This design comes from an exercise in tuning for small area and a short achievable clock period on the open sky130 flow, not from production work. The RTL was checked by simulation tests, not by an equivalence proof against the original design. Power figures rest on the tool's default switching activity, not on a simulated workload.

<file path="flow/config.mk">
export PLATFORM = sky130hd
export DESIGN_NAME = float_accum_multi
export DESIGN_NICKNAME = float_accum_multi
export VERILOG_FILES = /design/flow/design.v
export SDC_FILE = /design/flow/constraint.sdc
export NUM_CORES = 4
export LEC_CHECK = 0
export CAP_MARGIN = 30
export CORE_MARGIN = 2
export CORE_UTILIZATION = 30
export PLACE_DENSITY = 0.45
export SETUP_SLACK_MARGIN = 5
export SLEW_MARGIN = 20
export TNS_END_PERCENT = 0
</file>
<file path="flow/constraint.sdc">
create_clock -name core_clock -period 10.0 [get_ports {clk}]
set_input_delay 2.0000 -clock core_clock [delete_from_list [all_inputs] [get_ports {clk}]]
set_output_delay 2.0000 -clock core_clock [all_outputs]
set_load 0.01 [all_outputs]
</file>
<file path="flow/design.v">
package float_accum_pkg;
  localparam logic [1:0] MODE_SUM = 2'd0;
  localparam logic [1:0] MODE_MAX = 2'd1;
  localparam logic [1:0] MODE_MIN = 2'd2;
  typedef struct packed {
    logic nan;
    logic pinf;
    logic ninf;
  } flags_t;
  function automatic int unsigned acc_width(int unsigned exp_w, int unsigned man_w,
                                            int unsigned guard_w);
    acc_width = (32'd1 << exp_w) + man_w + guard_w;
  endfunction
  function automatic int unsigned exp_bias(int unsigned exp_w);
    exp_bias = (32'd1 << (exp_w - 1)) - 32'd1;
  endfunction
  function automatic int unsigned exp_max(int unsigned exp_w);
    exp_max = (32'd1 << exp_w) - 32'd1;
  endfunction
  function automatic logic [127:0] nan_const(int unsigned exp_w, int unsigned man_w);
    logic [127:0] v;
    v = (128'(exp_max(exp_w)) << man_w) | (128'd1 << (man_w - 1));
    nan_const = v;
  endfunction
  function automatic logic [127:0] inf_const(logic sign, int unsigned exp_w,
                                             int unsigned man_w);
    logic [127:0] v;
    v = (128'(sign) << (exp_w + man_w)) | (128'(exp_max(exp_w)) << man_w);
    inf_const = v;
  endfunction
endpackage
module clz #(
  parameter int unsigned DATA_W = 32,
  localparam int unsigned CNT_W = $clog2(DATA_W + 1)
) (
  input  logic [DATA_W-1:0] data,
  output logic [CNT_W-1:0]  count
);
  always_comb begin
    count = CNT_W'(DATA_W);
    for (int unsigned i = 0; i < DATA_W; i++) begin
      if (data[i]) count = CNT_W'(DATA_W - 1 - i);
    end
  end
endmodule
module float_fixed_decode #(
  parameter int unsigned EXP_W = 8,
  parameter int unsigned MAN_W = 23,
  parameter int unsigned ACC_W = 287,
  localparam int unsigned DATA_W = 1 + EXP_W + MAN_W
) (
  input  logic [DATA_W-1:0]       data,
  output logic signed [ACC_W-1:0] value,
  output float_accum_pkg::flags_t flags
);
  logic             sign;
  logic [EXP_W-1:0] exp_f;
  logic [MAN_W-1:0] man;
  logic [EXP_W-1:0] shift;
  logic [ACC_W-1:0] mag;
  assign {sign, exp_f, man} = data;
  always_comb begin
    flags = '0;
    value = '0;
    shift = (exp_f == '0) ? '0 : exp_f - EXP_W'(1);
    mag   = ACC_W'({exp_f != '0, man}) << shift;
    if (exp_f == '1) begin
      flags.nan  = (man != '0);
      flags.pinf = (man == '0) && !sign;
      flags.ninf = (man == '0) && sign;
    end else begin
      value = sign ? -mag : mag;
    end
  end
endmodule
module float_accum_multi #(
  parameter int unsigned EXP_W    = 8,
  parameter int unsigned MAN_W    = 23,
  parameter int unsigned GUARD_W  = 8,
  parameter int unsigned STRIDE_W = 16,
  parameter int unsigned DELAY_W  = 7,
  localparam int unsigned DATA_W  = 1 + EXP_W + MAN_W
) (
  input  logic                clk,
  input  logic                rst_n,
  input  logic                run,
  input  logic                running,
  input  logic [STRIDE_W-1:0] strideMinusOne,
  input  logic [DELAY_W-1:0]  delay0,
  input  logic [1:0]          mode,
  input  logic [DATA_W-1:0]   in0,
  output logic [DATA_W-1:0]   out0,
  output logic                done
);
  localparam int unsigned ACC_W = 288;
  localparam int unsigned NBLK  = 9;     
  logic [15:0] cnt_q;
  logic        start;
  assign start = (cnt_q == '0);
  always_ff @(posedge clk or negedge rst_n) begin
    if (!rst_n)       cnt_q <= '0;
    else if (run)     cnt_q <= 16'(delay0);
    else if (running) cnt_q <= start ? strideMinusOne : cnt_q - 16'd1;
  end
  logic        is_mm, is_min;      
  logic        wmm0, wmin0;        
  logic        s0, h0, emax0;
  logic [7:0]  e0, eff0;
  logic [22:0] f0;
  logic [85:0] sh0, sh1;
  logic [54:0] chunk0;
  assign is_mm  = start ? (mode == 2'd1 || mode == 2'd2) : wmm0;
  assign is_min = start ? (mode == 2'd2) : wmin0;
  assign {s0, e0, f0} = in0;
  assign emax0 = &e0;
  assign h0    = |e0;
  assign eff0  = {e0[7:1], e0[0] | ~h0};
  assign sh0   = {{31{s0}}, {1'b1, f0} ^ {24{s0}}, {31{s0}}} << {e0[4:1], 1'b0};
  assign sh1   = eff0[0] ? {sh0[84:0], s0} : sh0;
  always_comb begin
    chunk0     = sh1[85:31];
    chunk0[24] = h0 ? sh1[55] : s0;
    if (is_mm) chunk0 = {23'd0, in0};
  end
  always_ff @(posedge clk or negedge rst_n) begin
    if (!rst_n) begin
      wmm0  <= 1'b0;
      wmin0 <= 1'b0;
    end else if (running) begin
      wmm0  <= is_mm;
      wmin0 <= is_min;
    end
  end
  logic [54:0] x1;        
  logic        xs1;       
  logic [NBLK-1:0] lo1;   
  logic [NBLK-1:0] hi1;   
  logic [NBLK-1:0] fa1;   
  logic [NBLK-1:0] fb1;   
  logic [2:0]  fl1;       
  logic        mm1, min1, start1, v1, pst1;
  logic        ld1;       
  logic        clr;       
  always_ff @(posedge clk) begin
    x1     <= (running & ~emax0) ? chunk0 : 55'd0;    
    xs1    <= running & s0 & ~emax0 & ~is_mm;
    for (int k = 0; k < NBLK; k++) begin
      lo1[k] <= (int'(eff0[7:5]) == k);
      hi1[k] <= (int'(eff0[7:5]) == k - 1);
      fa1[k] <= running & s0 & ~emax0 & ~is_mm & (int'(eff0[7:5]) != k) & (int'(eff0[7:5]) != k - 1);
      fb1[k] <= running & s0 & ~emax0 & ~is_mm & (int'(eff0[7:5]) != k);
    end
    fl1    <= {emax0 & |f0, emax0 & ~|f0 & ~s0, emax0 & ~|f0 & s0};
    mm1    <= is_mm;
    min1   <= is_min;
    start1 <= start;
  end
  always_ff @(posedge clk or negedge rst_n) begin
    if (!rst_n) begin
      v1   <= 1'b0;
      pst1 <= 1'b0;
      ld1  <= 1'b0;
    end else begin
      v1  <= running;
      ld1 <= running & (start | (clr & ~v1));
      if (running) pst1 <= start;
    end
  end
  logic [ACC_W-1:0] acc;
  logic [2:0]       flg;
  logic             wmm;
  logic             ldz, lt, repl;
  logic [ACC_W-1:0] acc_in, addend, sum;
  logic [31:0]      m, kx, km;
  logic             cin;
  assign ldz   = ld1;
  assign cin   = xs1;
  always_comb begin
    for (int k = 0; k < NBLK; k++) begin
      for (int i = 0; i < 23; i++)
        addend[32*k + i] = (lo1[k] & x1[i]) | (hi1[k] & x1[32 + i]) | fa1[k];
      for (int i = 23; i < 32; i++)
        addend[32*k + i] = (lo1[k] & x1[i]) | fb1[k];
    end
  end
  assign acc_in = ldz ? '0 : acc;
  always_comb begin
    logic [ACC_W-1:0] g, p, c;
    g = acc_in & addend;
    p = acc_in ^ addend;
    g[0] = g[0] | (p[0] & cin);
    for (int l = 0; l < 9; l++)
      for (int i = (2 << l) - 1; i < ACC_W; i += (2 << l)) begin
        g[i] = g[i] | (p[i] & g[i - (1 << l)]);
        p[i] = p[i] & p[i - (1 << l)];
      end
    for (int l = 8; l >= 0; l--)
      for (int i = (3 << l) - 1; i < ACC_W; i += (2 << l)) begin
        g[i] = g[i] | (p[i] & g[i - (1 << l)]);
        p[i] = p[i] & p[i - (1 << l)];
      end
    sum[0] = acc_in[0] ^ addend[0] ^ cin;
    for (int i = 1; i < ACC_W; i++) sum[i] = acc_in[i] ^ addend[i] ^ g[i-1];
  end
  assign m    = acc[31:0];
  assign kx   = x1[31] ? ~x1[31:0] : {1'b1, x1[30:0]};
  assign km   = m[31] ? ~m : {1'b1, m[30:0]};
  assign lt   = kx < km;
  assign repl = v1 & (start1 | (min1 ? lt : ~lt));
  always_ff @(posedge clk) begin
    acc[ACC_W-1:32] <= sum[ACC_W-1:32];
    acc[31:0]       <= mm1 ? (repl ? x1[31:0] : m) : sum[31:0];
  end
  always_ff @(posedge clk or negedge rst_n) begin
    if (!rst_n) begin
      clr <= 1'b1;
      flg <= '0;
      wmm <= 1'b0;
    end else if (v1) begin
      clr <= 1'b0;
      wmm <= mm1;
      flg <= start1 ? fl1 : (flg | fl1);
    end
  end
  logic            sg;
  logic [NBLK-1:0] bor, nz, oh;
  logic [7:0]      gn [NBLK];   
  logic [7:0]      g8, gl;      
  logic [63:0]     win;
  logic [31:0]     top, above;
  logic [3:0]      tg;
  logic [4:0]      fine;
  logic [3:0]      bidx;
  logic            los, wst;
  logic [55:0]     w8;
  assign sg = acc[ACC_W-1];
  always_comb begin
    for (int k = 0; k < NBLK; k++) begin
      for (int g = 0; g < 8; g++)
        gn[k][g] = sg ? ~&acc[32*k + 4*g +: 4] : |acc[32*k + 4*g +: 4];
      bor[k] = |acc[32*k +: 32];
    end
    gn[0][6] = 1'b1;
    for (int k = 0; k < NBLK; k++) nz[k] = |gn[k];
    for (int k = 0; k < NBLK; k++) begin
      oh[k] = nz[k];
      for (int j = k + 1; j < NBLK; j++) if (nz[j]) oh[k] = 1'b0;
    end
    win  = '0;
    g8   = '0;
    bidx = '0;
    los  = 1'b0;
    for (int k = 0; k < NBLK; k++) begin
      if (oh[k]) begin
        win[63:32] = acc[32*k +: 32];
        if (k > 0) win[31:0] = acc[32*(k-1) +: 32];
        g8   = gn[k];
        bidx = 4'(k);
        for (int j = 0; j + 1 < k; j++) if (bor[j]) los = 1'b1;
      end
    end
    top = win[63:32] ^ {32{sg}};
    if (oh[0]) top[24] = 1'b1;
    for (int g = 0; g < 8; g++) begin
      gl[g] = g8[g];
      for (int j = g + 1; j < 8; j++) if (g8[j]) gl[g] = 1'b0;
    end
    tg = '0;
    fine[4:2] = '0;
    for (int g = 0; g < 8; g++)
      if (gl[g]) begin
        tg        = top[4*g +: 4];
        fine[4:2] = 3'(g);
      end
    fine[1:0] = tg[3] ? 2'd3 : tg[2] ? 2'd2 : tg[1] ? 2'd1 : 2'd0;
    above[31] = 1'b0;
    for (int i = 30; i >= 0; i--) above[i] = above[i+1] | top[i+1];
    wst = |win[7:0];
    for (int j = 0; j < 31; j++) if (above[j] && win[j+8]) wst = 1'b1;
  end
  logic [31:0] w32;
  assign w8  = win[63:8] ^ {56{sg}};
  assign w32 = 32'(w8 >> {fine[4:3], 3'd0});
  logic        nanr, spec_d, sgm;
  assign nanr   = flg[2] | (flg[1] & flg[0]);
  assign spec_d = clr | |flg;
  assign sgm    = m[31] & |m[30:0];
  logic        sgn_d, st_d;
  logic [8:0]  q_d;
  logic [31:0] w_d;
  always_comb begin
    if (wmm) begin
      sgn_d = sgm;
      q_d   = {1'b0, m[30:23]} + 9'd24;
      w_d   = 32'({1'b0, m[22:0], 1'b0}) << m[25:23];    
      st_d  = 1'b1;
    end else begin
      sgn_d = sg;
      q_d   = {bidx, fine};
      w_d   = w32;
      st_d  = los | wst;
    end
  end
  localparam int unsigned R_W = 1 + 9 + 32 + 1 + 1 + 4;
  logic [R_W-1:0] r_q, r_d;
  logic           sgn3, st3, mm3, spec3, spec_s3, spec_e3, spec_n3, last3;
  logic [8:0]     q3;
  logic [31:0]    w3;
  assign r_d = (v1 & start1)
             ? {sgn_d, q_d, w_d, st_d, wmm, spec_d, ~clr, ~clr & nanr, ~clr & ~nanr & flg[0]}
             : r_q;
  always_ff @(posedge clk) begin
    r_q <= r_d;
    if (running) {sgn3, q3, w3, st3, mm3, spec3, spec_e3, spec_n3, spec_s3} <= r_d;
  end
  always_ff @(posedge clk or negedge rst_n) begin
    if (!rst_n)       last3 <= 1'b0;
    else if (running) last3 <= pst1;
  end
  logic [2:0]  sh;
  logic [31:0] ws;
  logic [24:0] fld;
  logic        c1, ci, tie, cout, hid, lo1s, lo_all;
  logic [23:0] tt;
  logic [7:0]  all23, all24;
  logic        a23, a24;
  logic [11:0] lo_inc, hi_inc;
  logic [11:0] lo_pre, hi_pre;
  logic [22:0] man;
  logic [7:0]  e0v, m1, m2, ex;
  logic        ovf;
  logic [31:0] res;
  assign sh  = q3[2:0];
  assign ws  = w3 >> sh;
  assign fld = ws[24:0];
  assign c1  = sgn3 & ~st3;
  assign ci  = c1 | fld[0];
  assign tie = (fld[0] ^ c1) & ~st3;
  assign tt  = fld[24:1];
  always_comb begin
    for (int k = 0; k < 8; k++) begin
      all23[k] = &w3[k+1 +: 23];
      all24[k] = &w3[k+1 +: 24];
    end
  end
  assign a23 = all23[sh];
  assign a24 = all24[sh];
  assign cout = ci & a24;
  assign hid  = tt[23] ^ (ci & a23);
  always_comb begin
    lo_pre[0] = 1'b1;
    for (int i = 1; i < 12; i++) lo_pre[i] = lo_pre[i-1] & tt[i-1];
    hi_pre[0] = 1'b1;
    for (int i = 1; i < 11; i++) hi_pre[i] = hi_pre[i-1] & tt[12+i-1];
    hi_pre[11] = 1'b0;
  end
  assign lo_all = &tt[11:0];
  assign lo_inc = tt[11:0] ^ ({12{ci}} & lo_pre);
  assign hi_inc = {1'b0, tt[22:12]} ^ ({12{ci & lo_all}} & hi_pre);
  assign man    = {hi_inc[10:0], lo_inc[11:1], lo_inc[0] & ~tie};
  assign e0v = 8'(q3 - 9'd24);
  assign m1  = e0v ^ (e0v + 8'd1);
  assign m2  = e0v ^ (e0v + 8'd2);
  assign ex  = e0v ^ ({8{hid}} & m1) ^ ({8{cout}} & m2);
  assign ovf = ~mm3 & (q3 >= 9'd278);
  assign res = spec3 ? {spec_s3, {8{spec_e3}}, spec_n3, 22'd0}
             : ovf   ? {sgn3, 8'hFF, 23'd0}
             :         {sgn3, ex, man};
  always_ff @(posedge clk) begin
    if (running) out0 <= res;
  end
  always_ff @(posedge clk or negedge rst_n) begin
    if (!rst_n)       done <= 1'b0;
    else if (running) done <= last3;
  end
endmodule
</file>
<file path="flow/run.sh">
#!/bin/bash
# synth_recipe.tcl (not shown) runs the flow's synth.tcl, then flattens the netlist and writes it again
# the make line also repeats each setting of config.mk as NAME=value (left out here)
make -C /OpenROAD-flow-scripts/flow DESIGN_CONFIG=/design/flow/config.mk WORK_HOME=/design/flow/orfs CLKGATE_MAP_FILE= SYNTH_SCRIPT=/design/flow/synth_recipe.tcl finish
</file>
==> metrics.md, run 1 <==
| Metric | Value |
|---|---|
| Post-synthesis sequential area ratio | 24.68% |
| Syn. warnings | 2 |
| Slew Limit Fails | 0 |
| Count of endpoints failing setup in the final report | 0 |
| Setup repair after global routing missed its margin | yes |
| Number of enable-type register cells in the synthesized netlist | ~110 |
| Number of antenna violations at the first check in global routing | 6 |
| Final Skew | a little over 50 ps |
| Pwr dens | just over 300 nW/um^2 |
| Vias in the first global route | around 45,000 |
| Area Overhead vs Synth | 19.03% |
| Die Y | about 400 um |
| Global-route wire length before repair | 334,600 um |
| Largest net degree at the start of global routing | 71 |
| Result of the run | complete, no violations |
| Wirelength per Cell | roughly 30 um |
| Class of the most critical setup path | reg -> reg |
| H-tree depth | 3 |
| Cell count after placement | ~7,600 |
| Pre-Repair DR Iteration Count | 8 |
| Maximum fanout count along the critical path | 31 |
| Clock tree from TritonCTS | yes |
| Worst-margin pin slew | 1180 ps |
| Cell count after synthesis | 5,737 |
| Uppermost metal layer occupied by signal nets | met4 |
| Area of the die | 163,300 um^2 |
| Fmax achieved | about 0.19 GHz |
| Final weighted congestion in routability-driven placement | between 0.9 and 1 |
| Deepest clock path buffer count | 3 |
| Core Region | between 150,000 and 200,000 um^2 |
| Initial core utilization | a little under a third |
| Worst setup margin | 4703 ps |
| ANT nets after route | 0 |
| Layout fillers | approximately 16,000 |
| Hold buffer count at CTS | 0 |
| Most frequently used flop master after synthesis | sky130_fd_sc_hd__dfxtp_1 |
| Netlist Area Pre-Place | between 40,000 and 50,000 um^2 |
| Total gr overflow | 0 |
| FP Rows | 146 |
| Worst vdd rail ir drop | approximately 0.00012 V |
| Hold slack | around 450 ps |
| Final core area utilization | between 30% and 40% |
| Category of the worst setup path launch point | flip-flop |
| Highest-count cells in the layout ignoring fill and taps | 452 x sky130_fd_sc_hd__nand2_1, 447 x sky130_fd_sc_hd__inv_1, 361 x sky130_fd_sc_hd__dfxtp_1, 332 x sky130_fd_sc_hd__a21oi_1, 327 x sky130_fd_sc_hd__ha_1 |
| Post-place instance area | between 50,000 and 60,000 um^2 |
| Final instance area | between 50,000 and 60,000 um^2 |
| Total GRT Usage | roughly 28% |
| Required time of the worst setup path | 10,410 ps |
| Post-synthesis cell type count | ~100 |
| Capturing element type of the critical path | flip-flop |
| Worst relative slew slack | around a fifth |
| Worst slack at placement | roughly 2900 ps |
| Average via count per standard cell | approximately 6 |
| Hold WC Path Type | reg -> reg |
| Root cell of the clock tree | sky130_fd_sc_hd__clkbuf_16 |
| Die X | 404.1 um |
| Fin crit period | 5297 ps |
| Final Hold Violating Endpoints | 0 |
| Routed wire length on met3 | about 22,000 um |
| DRT iter0 DRCs | about 6,000 |
| Number of clock buffers inserted by TritonCTS | 75 |
| Fin nets | 6,304 |
| Number of I/O port buffers | 93 |
| Count of state elements after synthesis | approximately 530 |
| Amount of wire on met2 after detailed routing | ~100,000 um |
| Drc violations | 0 |
| Syn Nets | between 6,000 and 7,000 |
| Aggregate negative setup slack | 0 ps |
| Period utilization | 52.97% |
| DP HPWL | about 180,000 um |
| Clock-pin slew reported for the worst setup and hold paths after clock tree synthesis | ~60 ps |
| Post-route total power | 17.58 mW |
| Fraction of registers with async set or reset after synthesis | about 5.3% |
| Non-Filler Instances | 7,911 |
| Reported leakage power | ~25 nW |
| Syn_area_per_cell | 8.372 um^2 |
| Via count | between 40,000 and 50,000 |
| Met1 routed wirelength after detailed routing | a little over 100,000 um |
| Fraction of layout cells with a size suffix above 1 | around 14% |
| Worst-Skew Late Latency | about 730 ps |
| Max-cap violation count | 0 |
| Data arrival at the endpoint of the critical path | 5710 ps |
| Number of top-level pins | 94 |
| Commonest non-fill, non-tap cell in the layout | sky130_fd_sc_hd__nand2_1 |
| Wirelength, routed | roughly 240,000 um |
| Sinks on Clock Net | 529 |
==> where the power goes <==
part	switching [mW]	internal (mW)
clock network	1.19	1.69
registers	1.68	3.18
logic	5.90	3.93
total	8.77	8.80
==> synthesized netlist by cell type (all sizes together), types with 31 or more instances <==
| cell type | count | area share (%) |
|---|---|---|
| dfxtp | 389 | 16 |
| o211ai | 50 | 0.78 |
| fa | 145 | 6.0 |
| inv | 453 | 3.5 |
| clkbuf | 273 | 2.1 |
| edfxtp | 112 | 7.0 |
| nor2b | 189 | 2.5 |
| mux2i | 145 | 3.0 |
| nand2 | 460 | 3.6 |
| nand2b | 154 | 2.0 |
| a221o | 176 | 3.7 |
| or4 | 72 | 1.1 |
| a21oi | 354 | 3.7 |
| o22ai | 74 | 0.98 |
| nand4 | 120 | 1.7 |
| nand3 | 127 | 1.3 |
| a31oi | 76 | 0.99 |
| xor2 | 75 | 1.4 |
| mux2 | 32 | 0.75 |
| a211oi | 54 | 0.84 |
| ha | 330 | 8.6 |
| a221oi | 31 | 0.57 |
| nor4 | 55 | 0.85 |
| xnor2 | 254 | 4.6 |
| o21ai | 262 | 2.7 |
| and4 | 32 | 0.58 |
| a21o | 293 | 4.6 |
| nor2 | 273 | 2.1 |
| o21a | 31 | 0.48 |
| buf | 145 | 1.4 |
| nor3 | 70 | 0.77 |
==> sequential cells by signal, indices dropped and copies added (netlist names), 3 cells and up <==
| name | cells |
|---|---|
| fa1 | 7 |
| x1 | 55 |
| cnt_q | 16 |
| hi1 | 8 |
| r_q | 48 |
| acc | 288 |
| out0 | 32 |
| fb1 | 8 |
| q3 | 9 |
| flg | 3 |
| fl1 | 3 |
| w3 | 32 |
==> timing repair <==
action,CTS,global route
endpoints found under the setup margin,367,228
pin swaps,65,42
resized for setup,328,105
buffers inserted,88,21
cloned,10,5
==> path summary, 6_finish.rpt <==
check	start	to	slack [ps]	depth (start not counted)
min in group asynchronous	rst_n	cnt_q[3]	1690	2
min	r_q[41]	r_q[41]	450	2
min reg2reg	r_q[41]	r_q[41]	450	2
max in group asynchronous	rst_n	ld1	7950	2
max	acc[40]	st3	4700	14
max reg2reg	acc[40]	st3	4700	14
==> final cells by class <==
| class | count | area, um^2 | area share (%) |
|---|---|---|---|
| antenna | 8 | 20.02 | 0.03502 |
| clock buffer | 99 | 2130 | 3.725 |
| clock inverter | 41 | 471.7 | 0.8251 |
| inverter | 455 | 1719 | 3.007 |
| multi-input combinational | 4336 | 34550 | 60.43 |
| sequential | 529 | 11900 | 20.82 |
| tap | 2072 | 2592 | 4.535 |
| timing repair buffer | 371 | 3789 | 6.627 |
==> worst max-delay path, cell delays in order, from the launching register on <==
cell,delay [ps]
sky130_fd_sc_hd__dfxtp_1,410
sky130_fd_sc_hd__or4_1,650
sky130_fd_sc_hd__o22ai_2,410
sky130_fd_sc_hd__nand4_1,280
sky130_fd_sc_hd__nor2_2,150
sky130_fd_sc_hd__clkbuf_8,320
sky130_fd_sc_hd__mux2_2,390
sky130_fd_sc_hd__o221ai_2,290
sky130_fd_sc_hd__o21ai_0,130
sky130_fd_sc_hd__a222oi_1,770
sky130_fd_sc_hd__xnor2_1,310
sky130_fd_sc_hd__o21ai_0,160
sky130_fd_sc_hd__o211a_1,240
sky130_fd_sc_hd__nor4_2,250
sky130_fd_sc_hd__a31oi_1,170
==> cell families (layout without fill, tap and decap cells) <==
| kind of cell | after synthesis | count (layout) | share of synthesized area (%) |
|---|---|---|---|
| compound gates | 1673 | 1673 | 24.40 |
| simple gates | 1651 | 1652 | 17.95 |
| buf+inv | 873 | 966 | 7.140 |
| flops | 529 | 529 | 24.68 |
| fa+ha+maj | 475 | 475 | 14.64 |
| xor+xnor | 329 | 329 | 6.015 |
| mux | 207 | 207 | 5.179 |
| other cells | 0 | 8 | 0 |
==> routing by layer <==
layer | global-route usage (%) | up-vias
met1 | 38.38 | 23380
li1 | - | 20980
met3 | 6.114 | 556
met4 | 14.11 | 0
met5 | 0 | -
met2 | 42.14 | 2410
==> run 2, diff against run 1 <==
--- a/flow/design.v
+++ b/flow/design.v
@@ -188,7 +188,7 @@
     logic [ACC_W-1:0] g, p, c;
     g = acc_in & addend;
     p = acc_in ^ addend;
-    g[0] = g[0] | (p[0] & cin);
+    g[0] = cin;
     for (int l = 0; l < 9; l++)
       for (int i = (2 << l) - 1; i < ACC_W; i += (2 << l)) begin
         g[i] = g[i] | (p[i] & g[i - (1 << l)]);
@@ -199,7 +199,7 @@
         g[i] = g[i] | (p[i] & g[i - (1 << l)]);
         p[i] = p[i] & p[i - (1 << l)];
       end
-    sum[0] = acc_in[0] ^ addend[0] ^ cin;
+    sum[0] = acc_in[0] ^ addend[0] ^ cin;    
     for (int i = 1; i < ACC_W; i++) sum[i] = acc_in[i] ^ addend[i] ^ g[i-1];
   end
   assign m    = acc[31:0];
@@ -320,12 +320,11 @@
   logic [2:0]  sh;
   logic [31:0] ws;
   logic [24:0] fld;
-  logic        c1, ci, tie, cout, hid, lo1s, lo_all;
+  logic        c1, ci, tie, cout, hid;
   logic [23:0] tt;
   logic [7:0]  all23, all24;
   logic        a23, a24;
-  logic [11:0] lo_inc, hi_inc;
-  logic [11:0] lo_pre, hi_pre;
+  logic [22:0] tt_inc;
   logic [22:0] man;
   logic [7:0]  e0v, m1, m2, ex;
   logic        ovf;
@@ -347,17 +346,8 @@
   assign a24 = all24[sh];
   assign cout = ci & a24;
   assign hid  = tt[23] ^ (ci & a23);
-  always_comb begin
-    lo_pre[0] = 1'b1;
-    for (int i = 1; i < 12; i++) lo_pre[i] = lo_pre[i-1] & tt[i-1];
-    hi_pre[0] = 1'b1;
-    for (int i = 1; i < 11; i++) hi_pre[i] = hi_pre[i-1] & tt[12+i-1];
-    hi_pre[11] = 1'b0;
-  end
-  assign lo_all = &tt[11:0];
-  assign lo_inc = tt[11:0] ^ ({12{ci}} & lo_pre);
-  assign hi_inc = {1'b0, tt[22:12]} ^ ({12{ci & lo_all}} & hi_pre);
-  assign man    = {hi_inc[10:0], lo_inc[11:1], lo_inc[0] & ~tie};
+  assign tt_inc = tt[22:0] + 23'd1;
+  assign man    = ci ? {tt_inc[22:1], tt_inc[0] & ~tie} : tt[22:0];
   assign e0v = 8'(q3 - 9'd24);
   assign m1  = e0v ^ (e0v + 8'd1);
   assign m2  = e0v ^ (e0v + 8'd2);
--- a/flow/config.mk
+++ b/flow/config.mk
@@ -7,8 +7,8 @@
 export LEC_CHECK = 0
 export CAP_MARGIN = 30
 export CORE_MARGIN = 2
-export CORE_UTILIZATION = 30
-export PLACE_DENSITY = 0.45
+export CORE_UTILIZATION = 35
+export PLACE_DENSITY = 0.5
 export SETUP_SLACK_MARGIN = 5
 export SLEW_MARGIN = 20
 export TNS_END_PERCENT = 0
==> run 2 against run 1 <==
Net effect: still clean; final cell count fell by 4.2%; clock power fell by 5%; wire length shrank 5.0%; total power fell by 2.2%; clock skew is 13 ps higher; via count is 1.5% lower; flip-flop and latch count stayed put.
==> metrics.md, run 2 <==
| Metric | Value |
|---|---|
| Drc violations | 0 (unchanged) |
| Cell types occupying the most area after synthesis | sky130_fd_sc_hd__dfxtp_1 16%, sky130_fd_sc_hd__ha_1 8.7%, sky130_fd_sc_hd__edfxtp_1 7.1% |
| Root cell of the clock tree | sky130_fd_sc_hd__clkbuf_16 |
| Aggregate negative setup slack | 0 ps (unchanged) |
| DRT iter0 DRCs | 5,130 (-16%) |
| Launch point of the worst path | acc[287] |
| Period utilization | 53.78% (+0.81 points) |
| Setup repair after global routing missed its margin | yes |
| Initial core utilization | 35.16% (+4.9 points) |
| Die X | 372.2 um (-7.9%) |
| Area share of the largest cell type after synthesis | 16.41% (+0.20 points) |
| Final Skew | 63.41 ps (+12.89 ps) |
| Capturing element type of the critical path | flip-flop |
| Core Region | 135,000 um^2 (-15%) |
| Cell count after synthesis | 5,691 (-0.80%) |
| Required time of the worst setup path | 10,420 ps (about the same) |
| Hold path start | r_q[1] |
| Average via count per standard cell | 6.148 (+2.8%) |
| Max reg flops | 288 (unchanged) |
| Slew Limit Fails | 0 (unchanged) |
| Syn. warnings | 2 (unchanged) |
| Final weighted congestion in routability-driven placement | 1.020 (+2.6%) |
| H-tree depth | 3 (unchanged) |
| Commonest cells post-synth | 449 x sky130_fd_sc_hd__inv_1, 431 x sky130_fd_sc_hd__nand2_1, 389 x sky130_fd_sc_hd__dfxtp_1 |
| Count of state elements after synthesis | 529 (unchanged) |
| Final Hold Violating Endpoints | 0 (unchanged) |
| Most frequently used flop master after synthesis | sky130_fd_sc_hd__dfxtp_1 |
| Global-route wire length before repair | 322,500 um (-3.6%) |
| Vias in the first global route | 44,310 (-1.0%) |
| Count of endpoints failing setup in the final report | 0 (unchanged) |
| Maximum fanout count along the critical path | 47 (+52%) |
| Sinks on Clock Net | 529 (unchanged) |
| Largest register by flop count | acc |
| Clock tree from TritonCTS | yes |
| Netlist Area Pre-Place | 47,460 um^2 (-1.2%) |
| Syn_area_per_cell | 8.339 um^2 (-0.39%) |
| Reported leakage power | 24.14 nW (-1.5%) |
| Number of top-level pins | 94 (unchanged) |
| FP Rows | 135 (-7.5%) |
| Area Overhead vs Synth | 16.42% |
| Fin nets | 6,270 (-0.54%) |
| Largest registers | acc (288), x1 (55), r_q (48) |
| Commonest non-fill, non-tap cell in the layout | sky130_fd_sc_hd__inv_1 |
| Worst setup margin | 4622 ps (-81.02 ps) |
| Max-cap violation count | 0 (unchanged) |
| Total GRT Usage | 32.05% (+3.8 points) |
| Top cell type by total area after synthesis | sky130_fd_sc_hd__dfxtp_1 |
| ANT nets after route | 0 (unchanged) |
| Post-synthesis sequential area ratio | 24.98% (+0.30 points) |
| Worst vdd rail ir drop | 0.0001446 V (+22%) |
| Via count | 46,600 (-1.5%) |
| Total gr overflow | 0 (unchanged) |
| Class of the most critical setup path | reg -> reg |
| Wirelength, routed | 226,100 um (-5.0%) |
| Largest net degree at the start of global routing | 72 (+1.4%) |
| Result of the run | complete, no violations |
| Category of the worst setup path launch point | flip-flop |
| Hold WC Path Type | reg -> reg |
| Area of the die | 138,600 um^2 (-15%) |
| Post-synthesis cell type count | 102 (-0.97%) |
| Data arrival at the endpoint of the critical path | 5790 ps (+80 ps) |
| Clock-pin slew reported for the worst setup and hold paths after clock tree synthesis | 80 ps (+20 ps) |
| Worst slack at placement | 2869 ps (-37.29 ps) |
| Non-Filler Instances | 7,580 (-4.2%) |
| Pwr dens | 311.2 nW/um^2 (+1.2%) |
| Wirelength per Cell | 29.83 um (-0.89%) |
| Worst relative slew slack | 25.60% (+5.1 points) |
| Fin crit period | 5378 ps (+81.02 ps) |
| Fraction of layout cells with a size suffix above 1 | 11.95% (-1.9 points) |
| Pre-Repair DR Iteration Count | 6 (-2) |
| Number of I/O port buffers | 93 (unchanged) |
| Cell count after placement | 7,339 (-3.9%) |
| Deepest clock path buffer count | 3 (unchanged) |
| Number of antenna violations at the first check in global routing | 8 (+2) |
| Startpoint of the worst register-to-register path | acc[287] |
| Die Y | 372.2 um (-7.9%) |
| Worst-margin pin slew | 1116 ps (-64.51 ps) |
| DP HPWL | 167,000 um (-5.4%) |
| Fraction of registers with async set or reset after synthesis | 5.293% (unchanged) |
| Number of enable-type register cells in the synthesized netlist | 112 (unchanged) |
| Fmax achieved | 0.1859 GHz (-1.5%) |
| Worst-Skew Late Latency | 720 ps (about the same) |
| Highest-count cells in the layout ignoring fill and taps | 444 x sky130_fd_sc_hd__inv_1, 428 x sky130_fd_sc_hd__nand2_1, 374 x sky130_fd_sc_hd__dfxtp_1, 336 x sky130_fd_sc_hd__a21oi_1, 325 x sky130_fd_sc_hd__ha_1 |
| Syn Nets | 6,225 (-0.77%) |
| Most repeated cell in the gate-level netlist after synthesis | sky130_fd_sc_hd__inv_1 |
| Number of clock buffers inserted by TritonCTS | 73 (-2.7%) |
| Hold buffer count at CTS | 0 (unchanged) |
-- run 2: layout make-up --
class                   count  area, um^2
clock inverters            38       449.2
well taps                1781        2228
multi-input cells        4312       33500
clock buffers              94        2007
fillers                 13680       79710
flip-flops and latches    529       11890
diodes                      6       15.01
inverters                 451        1697
repair buffers            369        3467
-- run 2: through the flow --
step | utilization (%) | hold slack [ps] | cell area, um^2 | power [mW]
after floorplan | - | 412.9 | 47470 | 10.15
after global placement | 37.32 | 433.7 | 50370 | 13.62
after detailed placement | 37.37 | 436.8 | 50440 | 13.65
after CTS | 40.77 | 449.9 | 55020 | 16.92
after global routing | 40.93 | 474.5 | 55230 | 18.21
final | 40.94 | 450.1 | 55250 | 17.19
-- run 2: timing repair --
| item | in CTS | in global routing |
|---|---|---|
| gates cloned | 11 | 0 |
| endpoints found under the setup margin | 344 | 244 |
| buffers inserted | 81 | 9 |
| pin swaps | 58 | 17 |
| resized for setup | 252 | 25 |
-- run 2: kinds of logic after synthesis --
group	synth area share (%)
xor gates and xnor gates	6.072
DFF	24.98
and+or+nand+nor	18.03
adders and majority gates	14.75
muxes	4.986
AOI/OAI and AO/OA	24.23
buffers and inverters	6.958
-- run 2: path summary, 6_finish.rpt --
path	slack (ps)	endpoint	depth (start not counted)
worst max-delay path	4620	w3[28]	16
worst min-delay path	450	r_q[1]	2
worst max register to register	4620	w3[28]	16
worst min register to register	450	r_q[1]	2
max in group asynchronous	7970	clr	2
min in group asynchronous	1700	wmm0	2
-- run 2: metal layers --
layer	vias to the layer above	routed length, um	global-route usage [%]
met5	-	0	0
met4	0	14870	17.85
met3	568	20490	7.212
met2	2385	96630	48.52
met1	22910	94150	42.00
li1	20740	-	-
-- run 2: where the power goes --
part | switching [mW] | internal [mW] | leakage (nW)
sequential | 1.62 | 3.20 | 4.78
clock | 1.15 | 1.59 | 1.20
combinational | 5.82 | 3.82 | 18.2
-- run 2: critical path: stages, from the launching register on --
cell	delay (ps)
sky130_fd_sc_hd__dfxtp_4	410
sky130_fd_sc_hd__buf_12	150
sky130_fd_sc_hd__buf_8	380
sky130_fd_sc_hd__nand3_1	120
sky130_fd_sc_hd__o22ai_1	450
sky130_fd_sc_hd__nand4_1	420
sky130_fd_sc_hd__o211ai_1	420
sky130_fd_sc_hd__nor4_4	80
sky130_fd_sc_hd__buf_6	190
sky130_fd_sc_hd__a222oi_1	810
sky130_fd_sc_hd__nand2_1	150
sky130_fd_sc_hd__a221oi_1	360
sky130_fd_sc_hd__buf_4	280
sky130_fd_sc_hd__xnor2_1	140
sky130_fd_sc_hd__a21oi_1	120
sky130_fd_sc_hd__a221oi_2	450
sky130_fd_sc_hd__o21ai_1	150
==> run 3, diff against run 2 <==
--- a/flow/config.mk
+++ b/flow/config.mk
@@ -8,7 +8,7 @@
 export CAP_MARGIN = 30
 export CORE_MARGIN = 2
 export CORE_UTILIZATION = 35
-export PLACE_DENSITY = 0.5
+export PLACE_DENSITY = 0.62
 export SETUP_SLACK_MARGIN = 5
 export SLEW_MARGIN = 20
 export TNS_END_PERCENT = 0
==> run 3 against run 2 <==
Net effect: still clean; flip-flop and latch count unchanged; sequential share of layout area is 0.20 points higher; clock skew up 1.6 ps; non-clock buffer count is 23 lower.
==> metrics.md, run 3 <==
| Metric | Value |
|---|---|
| Worst vdd rail ir drop | 0.0001557 V (+7.7%) |
| Netlist Area Pre-Place | 47,460 um^2 (unchanged) |
| Switching part of the total | 49.48% (-0.48 points) |
| Deepest clock path buffer count | 3 (unchanged) |
| Number of antenna violations at the first check in global routing | 8 (unchanged) |
| FP Rows | 135 (unchanged) |
| Final Hold Violating Endpoints | 0 (unchanged) |
| Class of the most critical setup path | reg -> reg |
| Clock-pin slew reported for the worst setup and hold paths after clock tree synthesis | 60 ps (-20 ps) |
| Capturing element type of the critical path | flip-flop |
| Via count | 46,530 (-0.15%) |
| Slew Limit Fails | 0 (unchanged) |
| Die X | 372.2 um (unchanged) |
| Cell count after placement | 7,326 (-0.18%) |
| Fraction of registers with async set or reset after synthesis | 5.293% (unchanged) |
| Commonest cells post-synth | 449 x sky130_fd_sc_hd__inv_1, 431 x sky130_fd_sc_hd__nand2_1, 389 x sky130_fd_sc_hd__dfxtp_1 |
| Largest register by flop count | acc |
| Syn_area_per_cell | 8.339 um^2 (unchanged) |
| Number of I/O port buffers | 93 (unchanged) |
| Worst relative slew slack | 8.745% (-17 points) |
| H-tree depth | 3 (unchanged) |
| Worst setup margin | 4617 ps (-4.630 ps) |
| Switch Pwr | 8.314 mW (-3.2%) |
| Root cell of the clock tree | sky130_fd_sc_hd__clkbuf_16 |
| Setup repair after global routing missed its margin | yes |
| Aggregate negative setup slack | 0 ps (unchanged) |
| Number of clock buffers inserted by TritonCTS | 66 (-9.6%) |
| Post-synthesis sequential area ratio | 24.98% (unchanged) |
| Worst slack at placement | 2918 ps (+48.82 ps) |
| Vias in the first global route | 44,040 (-0.61%) |
| Die Y | 372.2 um (unchanged) |
| Worst-Skew Late Latency | 730 ps (about the same) |
| Most frequently used flop master after synthesis | sky130_fd_sc_hd__dfxtp_1 |
| Worst-margin pin slew | 1356 ps (+240.4 ps) |
| Startpoint of the worst register-to-register path | acc[184] |
| Maximum fanout count along the critical path | 15 (-68%) |
| Sinks on Clock Net | 529 (unchanged) |
| Hold WC Path Type | reg -> reg |
| Post-route total power | 16.80 mW (-2.3%) |
| Average via count per standard cell | 6.171 (+0.38%) |
| Total GRT Usage | 30.14% (-1.9 points) |
| Max reg flops | 288 (unchanged) |
| Post-place instance area | 50,360 um^2 (-0.15%) |
| Largest registers | acc (288), x1 (55), r_q (48) |
| Critical register-to-register path endpoint | w3[9] |
| Syn. warnings | 2 (unchanged) |
| Final weighted congestion in routability-driven placement | 1.079 (+5.8%) |
| Top cell type by total area after synthesis | sky130_fd_sc_hd__dfxtp_1 |
| Data arrival at the endpoint of the critical path | 5780 ps (about the same) |
| Drc violations | 0 (unchanged) |
| Initial core utilization | 35.16% (unchanged) |
| Cell count after synthesis | 5,691 (unchanged) |
| Area of the die | 138,600 um^2 (unchanged) |
| Power Internal | 8.490 mW (-1.3%) |
| Count of state elements after synthesis | 529 (unchanged) |
| Launch point of the worst path | acc[184] |
| Highest-count cells in the layout ignoring fill and taps | 445 x sky130_fd_sc_hd__inv_1, 424 x sky130_fd_sc_hd__nand2_1, 373 x sky130_fd_sc_hd__dfxtp_1, 342 x sky130_fd_sc_hd__a21oi_1, 325 x sky130_fd_sc_hd__ha_1 |
| Area share of the largest cell type after synthesis | 16.41% (unchanged) |
| Clock power frac | 15.4% (-0.5 points) |
| Non-Filler Instances | 7,540 (-0.53%) |
| Hold slack | 446.8 ps (-3.336 ps) |
| Final instance area | 54,740 um^2 (-0.92%) |
| Clock tree from TritonCTS | yes |
| Core Region | 135,000 um^2 (unchanged) |
| Largest net degree at the start of global routing | 70 (-2.8%) |
| DRT iter0 DRCs | 5,799 (+13%) |
| Fraction of layout cells with a size suffix above 1 | 11.19% (-0.75 points) |
| Required time of the worst setup path | 10,390 ps (-30 ps) |
| Fmax achieved | 0.1858 GHz (about the same) |
| Comb power frac | 57.0% (+0.9 points) |
| Pre-Repair DR Iteration Count | 9 (+3) |
| Final core area utilization | 40.56% (-0.38 points) |
| Result of the run | complete, no violations |
| Fin nets | 6,238 (-0.51%) |
| DP HPWL | 156,700 um (-6.2%) |
| Max-cap violation count | 0 (unchanged) |
| ANT nets after route | 0 (unchanged) |
| Number of top-level pins | 94 (unchanged) |
| Category of the worst setup path launch point | flip-flop |
| Global-route wire length before repair | 306,400 um (-5.0%) |
| Power share of the sequential group | 27.7% (-0.3 points) |
| Reported leakage power | 23.83 nW (-1.3%) |
| Period utilization | 53.83% (about the same) |
| Wirelength, routed | 213,100 um (-5.8%) |
| Count of endpoints failing setup in the final report | 0 (unchanged) |
| Fin crit period | 5383 ps (+4.630 ps) |
| Post-synthesis cell type count | 102 (unchanged) |
| Most repeated cell in the gate-level netlist after synthesis | sky130_fd_sc_hd__inv_1 |
| Final Skew | 65.03 ps (+1.625 ps) |
| Pwr dens | 307.0 nW/um^2 (-1.4%) |
| Area Overhead vs Synth | 15.35% |
| FF-to-FF path depth | 17 (+1) |
| Syn Nets | 6,225 (unchanged) |
| Setup slack of the worst register-to-register path | 4620 ps (about the same) |
| Cell types occupying the most area after synthesis | sky130_fd_sc_hd__dfxtp_1 16%, sky130_fd_sc_hd__ha_1 8.7%, sky130_fd_sc_hd__edfxtp_1 7.1% |
| Capture point of the worst path | w3[9] |
| Wirelength per Cell | 28.26 um (-5.3%) |
| Hold buffer count at CTS | 0 (unchanged) |
| Number of enable-type register cells in the synthesized netlist | 112 (unchanged) |
| Total gr overflow | 0 (unchanged) |
| Commonest non-fill, non-tap cell in the layout | sky130_fd_sc_hd__inv_1 |
-- run 3: changes by cell type in the layout (fill, tap and decap cells not counted), sizes merged --
cell,before,now
clkbuf,94,97
clkinvlp,5,6
bufbuf,6,4
nand2,433,432
bufinv,6,7
a21oi,363,362
clkinv,25,9
inv,453,454
diode,6,5
buf,275,250
-- run 3: logic make-up (layout without fill, tap and decap cells) --
group                      count (synthesis)  count (layout)  synth area share [%]
muxes                                    213             213                 4.986
DFF                                      529             529                 24.98
xor gates and xnor gates                 329             329                 6.072
buffers and inverters                    852             915                 6.958
other                                      0               5                     0
adders and majority gates                473             473                 14.75
AOI/OAI and AO/OA                       1646            1646                 24.23
and+or+nand+nor                         1649            1649                 18.03
-- run 3: layout make-up --
cell class              count  area [um^2]
well taps                1781         2228
fillers                 13520        80220
inverters                 451         1700
multi-input cells        4310        33340
repair buffers            346         3286
clock buffers              93         1884
diodes                      5        12.51
clock inverters            25        405.4
flip-flops and latches    529        11890
-- run 3: repair_timing --
item / CTS / global route
buffers inserted: 68 / 13
endpoints found under the setup margin: 319 / 259
pin swaps: 49 / 29
gates resized for setup: 188 / 60
gates cloned: 6 / 1
-- run 3: worst min path at each step --
stage / start / endpoint / cells past startpoint / slack [ps]
2_1_floorplan: r_q[0] / r_q[0] / 2 / 410
3_3_place_gp: r_q[4] / r_q[4] / 2 / 430
3_5_place_dp: r_q[4] / r_q[4] / 2 / 440
4_1_cts: r_q[4] / r_q[4] / 2 / 450
5_1_grt: r_q[42] / r_q[42] / 1 / 460
6_report: r_q[4] / r_q[4] / 2 / 450
-- run 3: critical path: stages, from the launching register on --
cell	delay [ps]
sky130_fd_sc_hd__dfxtp_1	480
sky130_fd_sc_hd__or4_1	680
sky130_fd_sc_hd__o22ai_1	390
sky130_fd_sc_hd__nand4_1	210
sky130_fd_sc_hd__nor2_1	130
sky130_fd_sc_hd__buf_4	280
sky130_fd_sc_hd__nor3_4	90
sky130_fd_sc_hd__buf_4	180
sky130_fd_sc_hd__buf_4	140
sky130_fd_sc_hd__a22oi_1	260
sky130_fd_sc_hd__o21ai_0	320
sky130_fd_sc_hd__a21oi_1	650
sky130_fd_sc_hd__xnor2_1	350
sky130_fd_sc_hd__nor2_1	70
sky130_fd_sc_hd__a21oi_1	170
sky130_fd_sc_hd__nor2_1	60
sky130_fd_sc_hd__a21oi_1	330
sky130_fd_sc_hd__o221ai_1	280
-- run 3: power by group through the flow --
| stage | Combinational, mW | Sequential [mW] | Clock [mW] |
|---|---|---|---|
| 2_1_floorplan | 6.37 | 3.78 | 0 |
| 3_3_place_gp | 8.68 | 4.64 | 0 |
| 3_5_place_dp | 8.85 | 4.63 | 0 |
| 4_1_cts | 9.24 | 4.56 | 2.62 |
| 5_1_grt | 10.4 | 4.66 | 2.70 |
| 6_report | 9.57 | 4.65 | 2.59 |
-- run 3: routing by layer --
metal	routed length (um)	track usage, %	up-vias
li1	-	-	20670
met1	84530	38.59	22650
met2	90520	45.22	2571
met3	22140	7.556	636
met4	15860	18.77	2
met5	19	0	-
==> run 4, diff against run 3 <==
--- a/flow/design.v
+++ b/flow/design.v
@@ -188,7 +188,7 @@
     logic [ACC_W-1:0] g, p, c;
     g = acc_in & addend;
     p = acc_in ^ addend;
-    g[0] = cin;
+    g[0] = g[0] | (p[0] & cin);
     for (int l = 0; l < 9; l++)
       for (int i = (2 << l) - 1; i < ACC_W; i += (2 << l)) begin
         g[i] = g[i] | (p[i] & g[i - (1 << l)]);
@@ -199,7 +199,7 @@
         g[i] = g[i] | (p[i] & g[i - (1 << l)]);
         p[i] = p[i] & p[i - (1 << l)];
       end
-    sum[0] = acc_in[0] ^ addend[0] ^ cin;    
+    sum[0] = acc_in[0] ^ addend[0] ^ cin;
     for (int i = 1; i < ACC_W; i++) sum[i] = acc_in[i] ^ addend[i] ^ g[i-1];
   end
   assign m    = acc[31:0];
@@ -227,11 +227,11 @@
   logic [7:0]      gn [NBLK];   
   logic [7:0]      g8, gl;      
   logic [63:0]     win;
-  logic [31:0]     top, above;
+  logic [31:0]     top;
   logic [3:0]      tg;
   logic [4:0]      fine;
   logic [3:0]      bidx;
-  logic            los, wst;
+  logic            los, cst;
   logic [55:0]     w8;
   assign sg = acc[ACC_W-1];
   always_comb begin
@@ -273,14 +273,14 @@
         fine[4:2] = 3'(g);
       end
     fine[1:0] = tg[3] ? 2'd3 : tg[2] ? 2'd2 : tg[1] ? 2'd1 : 2'd0;
-    above[31] = 1'b0;
-    for (int i = 30; i >= 0; i--) above[i] = above[i+1] | top[i+1];
-    wst = |win[7:0];
-    for (int j = 0; j < 31; j++) if (above[j] && win[j+8]) wst = 1'b1;
   end
   logic [31:0] w32;
+  logic [2:0]  ob;
   assign w8  = win[63:8] ^ {56{sg}};
   assign w32 = 32'(w8 >> {fine[4:3], 3'd0});
+  always_comb
+    for (int i = 0; i < 3; i++) ob[i] = |win[8*i + 8 +: 8];
+  assign cst = los | |win[7:0] | (ob[0] & |fine[4:3]) | (ob[1] & fine[4]) | (ob[2] & &fine[4:3]);
   logic        nanr, spec_d, sgm;
   assign nanr   = flg[2] | (flg[1] & flg[0]);
   assign spec_d = clr | |flg;
@@ -298,7 +298,7 @@
       sgn_d = sg;
       q_d   = {bidx, fine};
       w_d   = w32;
-      st_d  = los | wst;
+      st_d  = cst;
     end
   end
   localparam int unsigned R_W = 1 + 9 + 32 + 1 + 1 + 4;
@@ -332,9 +332,13 @@
   assign sh  = q3[2:0];
   assign ws  = w3 >> sh;
   assign fld = ws[24:0];
-  assign c1  = sgn3 & ~st3;
+  logic [6:0] msk;
+  logic       st;
+  assign msk = 7'((8'd1 << sh) - 8'd1);
+  assign st  = st3 | (sgn3 ? ~&(w3[6:0] | ~msk) : |(w3[6:0] & msk));
+  assign c1  = sgn3 & ~st;
   assign ci  = c1 | fld[0];
-  assign tie = (fld[0] ^ c1) & ~st3;
+  assign tie = (fld[0] ^ c1) & ~st;
   assign tt  = fld[24:1];
   always_comb begin
     for (int k = 0; k < 8; k++) begin
--- a/flow/config.mk
+++ b/flow/config.mk
@@ -8,7 +8,7 @@
 export CAP_MARGIN = 30
 export CORE_MARGIN = 2
 export CORE_UTILIZATION = 35
-export PLACE_DENSITY = 0.62
+export PLACE_DENSITY = 0.5
 export SETUP_SLACK_MARGIN = 5
 export SLEW_MARGIN = 20
 export TNS_END_PERCENT = 0
==> run 4 against run 3 <==
Net effect: still clean on timing, DRC and antenna; clock power is 3% higher; fmax is 0.60% lower; count of clock-buffer cells in the layout is 4 higher; sequential power is 3% higher; critical path type unchanged.
==> metrics.md, run 4 <==
| Metric | Value |
|---|---|
| Most numerous cell on the critical path | sky130_fd_sc_hd__a21oi_1 |
| Launch point of the worst path | acc[120] |
| CP max stage delay | 750 ps (+70 ps) |
| Total gr overflow | 0 (unchanged) |
| Largest register by flop count | acc |
| FP Rows | 135 (unchanged) |
| Sinks on Clock Net | 529 (unchanged) |
| Class of the most critical setup path | reg -> reg |
| Average via count per standard cell | 6.054 (-1.9%) |
| Result of the run | complete, no violations |
| Number of enable-type register cells in the synthesized netlist | 112 (unchanged) |
| Worst vdd rail ir drop | 0.0001560 V (+0.21%) |
| Number of antenna violations at the first check in global routing | 13 (+5) |
| Count of endpoints failing setup in the final report | 0 (unchanged) |
| Worst-Skew Late Latency | 710 ps (-20 ps) |
| Global-route wire length before repair | 310,600 um (+1.4%) |
| Reported leakage power | 23.52 nW (-1.3%) |
| Syn Nets | 6,240 (+0.24%) |
| Post-synthesis sequential area ratio | 25.01% (+0.039 points) |
| ANT nets after route | 0 (unchanged) |
| H-tree depth | 3 (unchanged) |
| Area Overhead vs Synth | 16.56% |
| Fraction of layout cells with a size suffix above 1 | 12.05% (+0.86 points) |
| Hold path start | r_q[30] |
| Aggregate negative setup slack | 0 ps (unchanged) |
| Root cell of the clock tree | sky130_fd_sc_hd__clkbuf_16 |
| Critical path, cell by cell | or4_1, o22a_1, or4b_2, nor2_4, nor4_4, bufbuf_16, a222oi_1, o2bb2ai_1, a21oi_1, a21oi_1, mux2i_1, xnor2_1, o221ai_2 |
| Buffer and inverter count on the worst path | 1 (-2) |
| Wirelength, routed | 217,200 um (+1.9%) |
| Fin crit period | 5415 ps (+32.28 ps) |
| Wirelength per Cell | 28.76 um (+1.8%) |
| Initial core utilization | 35.11% (-0.055 points) |
| Max reg flops | 288 (unchanged) |
| Fraction of registers with async set or reset after synthesis | 5.293% (unchanged) |
| Fmax achieved | 0.1847 GHz (-0.60%) |
| Maximum fanout count along the critical path | 24 (+9) |
| Worst hold path endpoint | r_q[30] |
| Count of state elements after synthesis | 529 (unchanged) |
| Syn_area_per_cell | 8.313 um^2 (-0.31%) |
| Clock-pin slew reported for the worst setup and hold paths after clock tree synthesis | 60 ps (about the same) |
| Number of cells on the worst hold path | 1 (-1) |
| Vias in the first global route | 43,640 (-0.90%) |
| Routed wire length on met3 | 18,510 um (-16%) |
| Final weighted congestion in routability-driven placement | 1.005 (-6.9%) |
| Family with the most delay on the worst path | compound AO/OA/AOI/OAI gates |
| Startpoint of the worst register-to-register path | acc[120] |
| FF-to-FF path depth | 13 (-4) |
| CP max-delay cell | sky130_fd_sc_hd__or4b_2 |
| Area share of the largest cell type after synthesis | 16.44% (+0.026 points) |
| Most frequently used flop master after synthesis | sky130_fd_sc_hd__dfxtp_1 |
| Final Skew | 29.73 ps (-35.30 ps) |
| Cell count after placement | 7,285 (-0.56%) |
| Highest-count cells in the layout ignoring fill and taps | 484 x sky130_fd_sc_hd__inv_1, 455 x sky130_fd_sc_hd__nand2_1, 368 x sky130_fd_sc_hd__a21oi_1, 361 x sky130_fd_sc_hd__dfxtp_1, 331 x sky130_fd_sc_hd__ha_1 |
| Uppermost metal layer occupied by signal nets | met5 |
| Number of I/O port buffers | 93 (unchanged) |
| Hold buffer count at CTS | 0 (unchanged) |
| Pwr dens | 299.5 nW/um^2 (-2.4%) |
| Largest net degree at the start of global routing | 76 (+8.6%) |
| Fin nets | 6,252 (+0.22%) |
| Total GRT Usage | 30.73% (+0.59 points) |
| Non-Filler Instances | 7,553 (+0.17%) |
| Die Y | 371.9 um (about the same) |
| Data arrival at the endpoint of the critical path | 5850 ps (+70 ps) |
| Deepest clock path buffer count | 3 (unchanged) |
| Core Region | 135,000 um^2 (unchanged) |
| Hold WC Path Type | reg -> reg |
| Cell types occupying the most area after synthesis | sky130_fd_sc_hd__dfxtp_1 16%, sky130_fd_sc_hd__ha_1 8.8%, sky130_fd_sc_hd__edfxtp_1 7.1% |
| Slew Limit Fails | 0 (unchanged) |
| Number of clock buffers inserted by TritonCTS | 70 (+6.1%) |
| Netlist Area Pre-Place | 47,380 um^2 (-0.16%) |
| Via count | 45,730 (-1.7%) |
| Top cell type by total area after synthesis | sky130_fd_sc_hd__dfxtp_1 |
| Critical register-to-register path endpoint | w3[7] |
| Amount of wire on met2 after detailed routing | 94,820 um (+4.8%) |
| Largest registers | acc (288), x1 (55), r_q (48) |
| Setup slack of the worst register-to-register path | 4580 ps (-30 ps) |
| Worst slack at placement | 2160 ps (-757.4 ps) |
| DRT iter0 DRCs | 5,260 (-9.3%) |
| Most repeated cell in the gate-level netlist after synthesis | sky130_fd_sc_hd__inv_1 |
| Max-cap violation count | 0 (unchanged) |
| Syn. warnings | 2 (unchanged) |
| Drc violations | 0 (unchanged) |
| Required time of the worst setup path | 10,430 ps (+40 ps) |
| Worst relative slew slack | 28.39% (+20 points) |
| Die X | 371.9 um (about the same) |
| Number of top-level pins | 94 (unchanged) |
| Area of the die | 138,300 um^2 (-0.15%) |
| Post-synthesis cell type count | 99 (-2.9%) |
| Commonest cells post-synth | 486 x sky130_fd_sc_hd__inv_1, 460 x sky130_fd_sc_hd__nand2_1, 394 x sky130_fd_sc_hd__a21oi_1 |
| Capturing element type of the critical path | flip-flop |
| DP HPWL | 160,100 um (+2.2%) |
| Worst setup margin | 4585 ps (-32.28 ps) |
| Commonest non-fill, non-tap cell in the layout | sky130_fd_sc_hd__inv_1 |
| Category of the worst setup path launch point | flip-flop |
| Clock tree from TritonCTS | yes |
| Setup repair after global routing missed its margin | yes |
| Final core area utilization | 40.92% (+0.36 points) |
| Met1 routed wirelength after detailed routing | 89,040 um (+5.3%) |
| Worst-margin pin slew | 1064 ps (-292.0 ps) |
| Pre-Repair DR Iteration Count | 10 (+1) |
| Cell count after synthesis | 5,700 (+0.16%) |
| Period utilization | 54.15% (+0.32 points) |
| Final Hold Violating Endpoints | 0 (unchanged) |
[run 4: logic make-up after synthesis]
group,count (synthesis),synth area share (%)
adder cells (fa/ha/maj),480,14.97
buffers and inverters,902,7.441
AND/OR/NAND/NOR,1605,17.35
XOR/XNOR,337,6.245
flip-flops,529,25.01
multiplexers,212,5.228
AO/OA/AOI/OAI,1635,23.76
[run 4: report_power, final]
group / internal, mW / switching, mW / total [mW]
Sequential: 3.17 / 1.63 / 4.80
Clock: 1.55 / 1.12 / 2.67
Combinational: 3.68 / 5.39 / 9.07
[run 4: repair_timing]
item,4_1_cts,5_1_grt
resized for setup,278,22
endpoints found under the setup margin,337,258
pin swaps,73,17
buffers inserted,111,8
gates cloned,16,0
endpoints found under the hold margin,0,0
[run 4: how the worst max path moves through the flow]
stage,cells after the start,to
floorplan,19,acc[286]
global placement,18,acc[190]
detailed placement,18,acc[190]
CTS,19,acc[286]
global route,24,acc[190]
finish,13,w3[7]
[run 4: metrics by stage]
stage	hold WS [ps]	power [mW]	instance area, um^2
2_1_floorplan	412.9	9.876	47420
3_3_place_gp	425.7	13.03	49780
3_5_place_dp	433.4	13.10	49990
4_1_cts	448.9	16.31	55030
5_1_grt	466.0	17.58	55220
6_report	444.2	16.54	55230
[run 4: area by class of cell]
class,instances,area [um^2]
multi-input combinational,4270,33220
inverter,489,1842
tap,1781,2228
fill,13450,79730
timing repair buffer,352,3626
antenna,4,10.01
clock buffer,97,2038
clock inverter,31,352.8
sequential,529,11910
[run 4: per-layer routing]
metal / track usage (%) / vias to the layer above
li1: - / 20600
met1: 39.56 / 22310
met2: 47.38 / 2251
met3: 6.158 / 558
met4: 18.41 / 4
met5: 0.03497 / -
==> run 5, diff against run 4 <==
--- a/flow/config.mk
+++ b/flow/config.mk
@@ -7,8 +7,8 @@
 export LEC_CHECK = 0
 export CAP_MARGIN = 30
 export CORE_MARGIN = 2
-export CORE_UTILIZATION = 35
-export PLACE_DENSITY = 0.5
+export CORE_UTILIZATION = 45
+export PLACE_DENSITY = 0.6
 export SETUP_SLACK_MARGIN = 5
 export SLEW_MARGIN = 20
 export TNS_END_PERCENT = 0
==> run 5 against run 4 <==
Net effect: cell area shrank 1.6%; worst setup slack lost 83 ps; via count grew 1.0%; sequential power is essentially flat; register-to-register slack lost 80 ps; still clean; critical endpoint is now w3[16]; synthesized area is the same; combinational power shrank 2%; non-clock buffer count shrank 27; utilization grew 11 points; clock skew grew 7.6 ps.
==> metrics.md, run 5 <==
| Metric | Value |
|---|---|
| Period utilization | 54.98% (+0.83 points) |
| Category of the worst setup path launch point | flip-flop |
| Post-route total power | 16.58 mW (+0.22%) |
| Comb power frac | 53.9% (-0.9 points) |
| Drc violations | 0 (unchanged) |
| Total gr overflow | 0 (unchanged) |
| FP Rows | 119 (-12%) |
| Wirelength, routed | 209,300 um (-3.7%) |
| Final Skew | 37.30 ps (+7.563 ps) |
| Clock power frac | 17.0% (+0.9 points) |
| DP HPWL | 153,500 um (-4.1%) |
| Maximum fanout count along the critical path | 8 (-67%) |
| Max-cap violation count | 0 (unchanged) |
| Netlist Area Pre-Place | 47,380 um^2 (unchanged) |
| Largest net degree at the start of global routing | 72 (-5.3%) |
| Initial core utilization | 45.20% (+10 points) |
| Final weighted congestion in routability-driven placement | 1.077 (+7.2%) |
| Count of state elements after synthesis | 529 (unchanged) |
| Total GRT Usage | 37.79% (+7.1 points) |
| Worst relative slew slack | 24.83% (-3.6 points) |
| Clock-pin slew reported for the worst setup and hold paths after clock tree synthesis | 60 ps (about the same) |
| Worst-Skew Late Latency | 680 ps (-30 ps) |
| Post-place instance area | 49,440 um^2 (-1.1%) |
| Number of I/O port buffers | 93 (unchanged) |
| Syn_area_per_cell | 8.313 um^2 (unchanged) |
| Area Overhead vs Synth | 14.70% |
| Global-route wire length before repair | 300,000 um (-3.4%) |
| Commonest cells post-synth | 486 x sky130_fd_sc_hd__inv_1, 460 x sky130_fd_sc_hd__nand2_1, 394 x sky130_fd_sc_hd__a21oi_1 |
| Post-synthesis cell type count | 99 (unchanged) |
| ANT nets after route | 0 (unchanged) |
| Worst vdd rail ir drop | 0.0002026 V (+30%) |
| Syn. warnings | 2 (unchanged) |
| Syn Nets | 6,240 (unchanged) |
| Switch Pwr | 8.068 mW (-0.88%) |
| Deepest clock path buffer count | 3 (unchanged) |
| Fmax achieved | 0.1819 GHz (-1.5%) |
| Power share of the sequential group | 29.1% (about the same) |
| Final core area utilization | 51.85% (+11 points) |
| Required time of the worst setup path | 10,390 ps (-40 ps) |
| Vias in the first global route | 43,150 (-1.1%) |
| Data arrival at the endpoint of the critical path | 5890 ps (+40 ps) |
| Die Y | 328.5 um (-12%) |
| Layout fillers | 9,992 (-26%) |
| Class of the most critical setup path | reg -> reg |
| Reported leakage power | 23.33 nW (-0.82%) |
| Fraction of layout cells with a size suffix above 1 | 11.49% (-0.56 points) |
| Final instance area | 54,350 um^2 (-1.6%) |
| Area of the die | 107,900 um^2 (-22%) |
| Top cell type by total area after synthesis | sky130_fd_sc_hd__dfxtp_1 |
| Fraction of registers with async set or reset after synthesis | 5.293% (unchanged) |
| Fin nets | 6,223 (-0.46%) |
| Family with the most delay on the worst path | simple AND/OR/NAND/NOR gates |
| Number of clock buffers inserted by TritonCTS | 69 (-1.4%) |
| Area share of the largest cell type after synthesis | 16.44% (unchanged) |
| Sequential cell area in the final layout | 11,890 um^2 (-0.17%) |
| Via count | 46,190 (+1.0%) |
| DRT iter0 DRCs | 6,095 (+16%) |
| Number of antenna violations at the first check in global routing | 7 (-6) |
| Buffer and inverter count on the worst path | 0 (-1) |
| Switching part of the total | 48.67% (-0.54 points) |
| Pre-Repair DR Iteration Count | 10 (unchanged) |
| Max reg flops | 288 (unchanged) |
| Worst-margin pin slew | 1126 ps (+61.62 ps) |
| Sinks on Clock Net | 529 (unchanged) |
| Slew Limit Fails | 0 (unchanged) |
| Critical path, cell by cell | or4_1, o22ai_2, nand4_1, nor4_4, nand4_1, o22ai_1, a211oi_1, o221ai_1, xor2_1, mux2i_1, a211oi_2, o21ai_1 |
| Footprint of the multi-input gates | 33,110 um^2 (-0.34%) |
| Largest registers | acc (288), x1 (55), r_q (48) |
| CP max stage delay | 700 ps (-50 ps) |
| Commonest non-fill, non-tap cell in the layout | sky130_fd_sc_hd__inv_1 |
| Aggregate negative setup slack | 0 ps (unchanged) |
| Result of the run | complete, no violations |
| Core Region | 104,800 um^2 (-22%) |
| Count of endpoints failing setup in the final report | 0 (unchanged) |
| Cell types occupying the most area after synthesis | sky130_fd_sc_hd__dfxtp_1 16%, sky130_fd_sc_hd__ha_1 8.8%, sky130_fd_sc_hd__edfxtp_1 7.1% |
| Number of top-level pins | 94 (unchanged) |
| Pwr dens | 305.0 nW/um^2 (+1.9%) |
| Setup repair after global routing missed its margin | yes |
| Highest-count cells in the layout ignoring fill and taps | 482 x sky130_fd_sc_hd__inv_1, 454 x sky130_fd_sc_hd__nand2_1, 371 x sky130_fd_sc_hd__a21oi_1, 369 x sky130_fd_sc_hd__dfxtp_1, 329 x sky130_fd_sc_hd__ha_1 |
| H-tree depth | 3 (unchanged) |
| Power Internal | 8.509 mW (+1.3%) |
| Largest register by flop count | acc |
| Root cell of the clock tree | sky130_fd_sc_hd__clkbuf_16 |
| Cell count after synthesis | 5,700 (unchanged) |
| Hold WC Path Type | reg -> reg |
| Wirelength per Cell | 29.35 um (+2.1%) |
| Post-synthesis sequential area ratio | 25.01% (unchanged) |
| Capturing element type of the critical path | flip-flop |
| Die X | 328.5 um (-12%) |
| Most frequently used flop master after synthesis | sky130_fd_sc_hd__dfxtp_1 |
| Most repeated cell in the gate-level netlist after synthesis | sky130_fd_sc_hd__inv_1 |
| Fin crit period | 5498 ps (+82.63 ps) |
| Hold slack | 451.3 ps (+7.151 ps) |
| Setup slack of the worst register-to-register path | 4500 ps (-80 ps) |
| CP max-delay cell | sky130_fd_sc_hd__nor4_4 |
| Clock tree from TritonCTS | yes |
| Final Hold Violating Endpoints | 0 (unchanged) |
| Average via count per standard cell | 6.478 (+7.0%) |
| Number of enable-type register cells in the synthesized netlist | 112 (unchanged) |
| Most numerous cell on the critical path | sky130_fd_sc_hd__nand4_1 |
run 5: per-layer routing:
layer	track usage, %	part of all wire (%)
met3	8.623	11
met5	0	0.036
met2	55.95	42
met4	20.99	6.7
met1	50.69	40
run 5: cell families after synthesis:
family / Yosys count / share of synthesized area (%)
flip-flops: 529 / 25.01
AND/OR/NAND/NOR: 1605 / 17.35
multiplexers: 212 / 5.228
adder cells (fa/ha/maj): 480 / 14.97
XOR/XNOR: 337 / 6.245
AO/OA/AOI/OAI: 1635 / 23.76
buffers and inverters: 902 / 7.441
run 5: final timing paths:
check                               from         to  depth (start not counted)
worst max-delay path            acc[168]     w3[16]                         12
worst min-delay path             r_q[31]    r_q[31]                          1
worst max register to register  acc[168]     w3[16]                         12
worst min register to register   r_q[31]    r_q[31]                          1
max in group asynchronous          rst_n        clr                          2
min in group asynchronous          rst_n  cnt_q[10]                          2
run 5: power by group through the flow:
stage	combinational (mW)	sequential (mW)	clock, mW
final	8.93	4.83	2.82
after global routing	9.79	4.83	2.91
after CTS	8.66	4.72	2.84
after detailed placement	8.21	4.77	0
after global placement	8.05	4.79	0
after floorplan	6.13	3.75	0
run 5: metrics by stage:
step / cells / setup WS (ps)
floorplan: 5700 / 4817
global placement: 6887 / 2606
detailed placement: 6898 / 2597
CTS: 7107 / 4789
global route: 7128 / 4510
finish: 7131 / 4502
run 5: worst reg2reg max path, delay by kind of cell (launching register included):
family | cells | cell delay (ps)
AND/OR/NAND/NOR | 4 | 2190
multiplexers | 1 | 200
AO/OA/AOI/OAI | 6 | 1990
XOR/XNOR | 1 | 430
flip-flops | 1 | 410
run 5: cell type report:
cell class	instances	share of cell area [%]
multi-input combinational	4269	60.93
clock buffer	94	3.746
inverter	489	3.389
antenna	3	0.01381
sequential	529	21.88
tap	1391	3.202
timing repair buffer	325	5.933
clock inverter	31	0.9140
run 5: timing repair:
| action | CTS | global route |
|---|---|---|
| setup endpoints to repair | 302 | 240 |
| hold buffers | 0 | 0 |
| pin swaps | 57 | 22 |
| gates cloned | 11 | 2 |
| buffers inserted | 73 | 18 |
| endpoints found under the hold margin | 0 | 0 |
| gates resized for setup | 240 | 28 |

-- what the ideal ports hide --
Ports are ideal in the flow. The routed layouts listed here were re-timed in OpenROAD. Step 1 assumes that a clkbuf_16 drives the clock port and a buf_2 every other input. Step 2 adds t to the input delays and takes it off the output delays; t is the mean of the earliest and latest rising clock arrival at the registers after step 1. Input paths then give back, and output paths get back, about the clock's delay inside the block. a / b / c = no drivers / after step 1 / after step 2; a / b = the first two.
run | shift t [ns] | setup WS [ns] | worst setup path after step 2 | latest minus earliest clock arrival (ns)
run 1 | 0.787 | 4.703 / 4.703 / 4.394 | input to register | 0.050 / 0.051
run 2 | 0.772 | 4.622 / 4.622 / 4.146 | input to register | 0.063 / 0.063
run 3 | 0.778 | 4.617 / 4.617 / 4.617 | register to register | 0.065 / 0.065
run 4 | 0.768 | 4.585 / 4.585 / 4.320 | input to register | 0.029 / 0.029
run 5 | 0.736 | 4.502 / 4.502 / 4.352 | input to register | 0.037 / 0.038
After both steps every run listed still meets setup and hold. For run 2, which loses most, drivers alone change the setup slack by 0.000 ns; drivers and shift together by -0.476 ns.
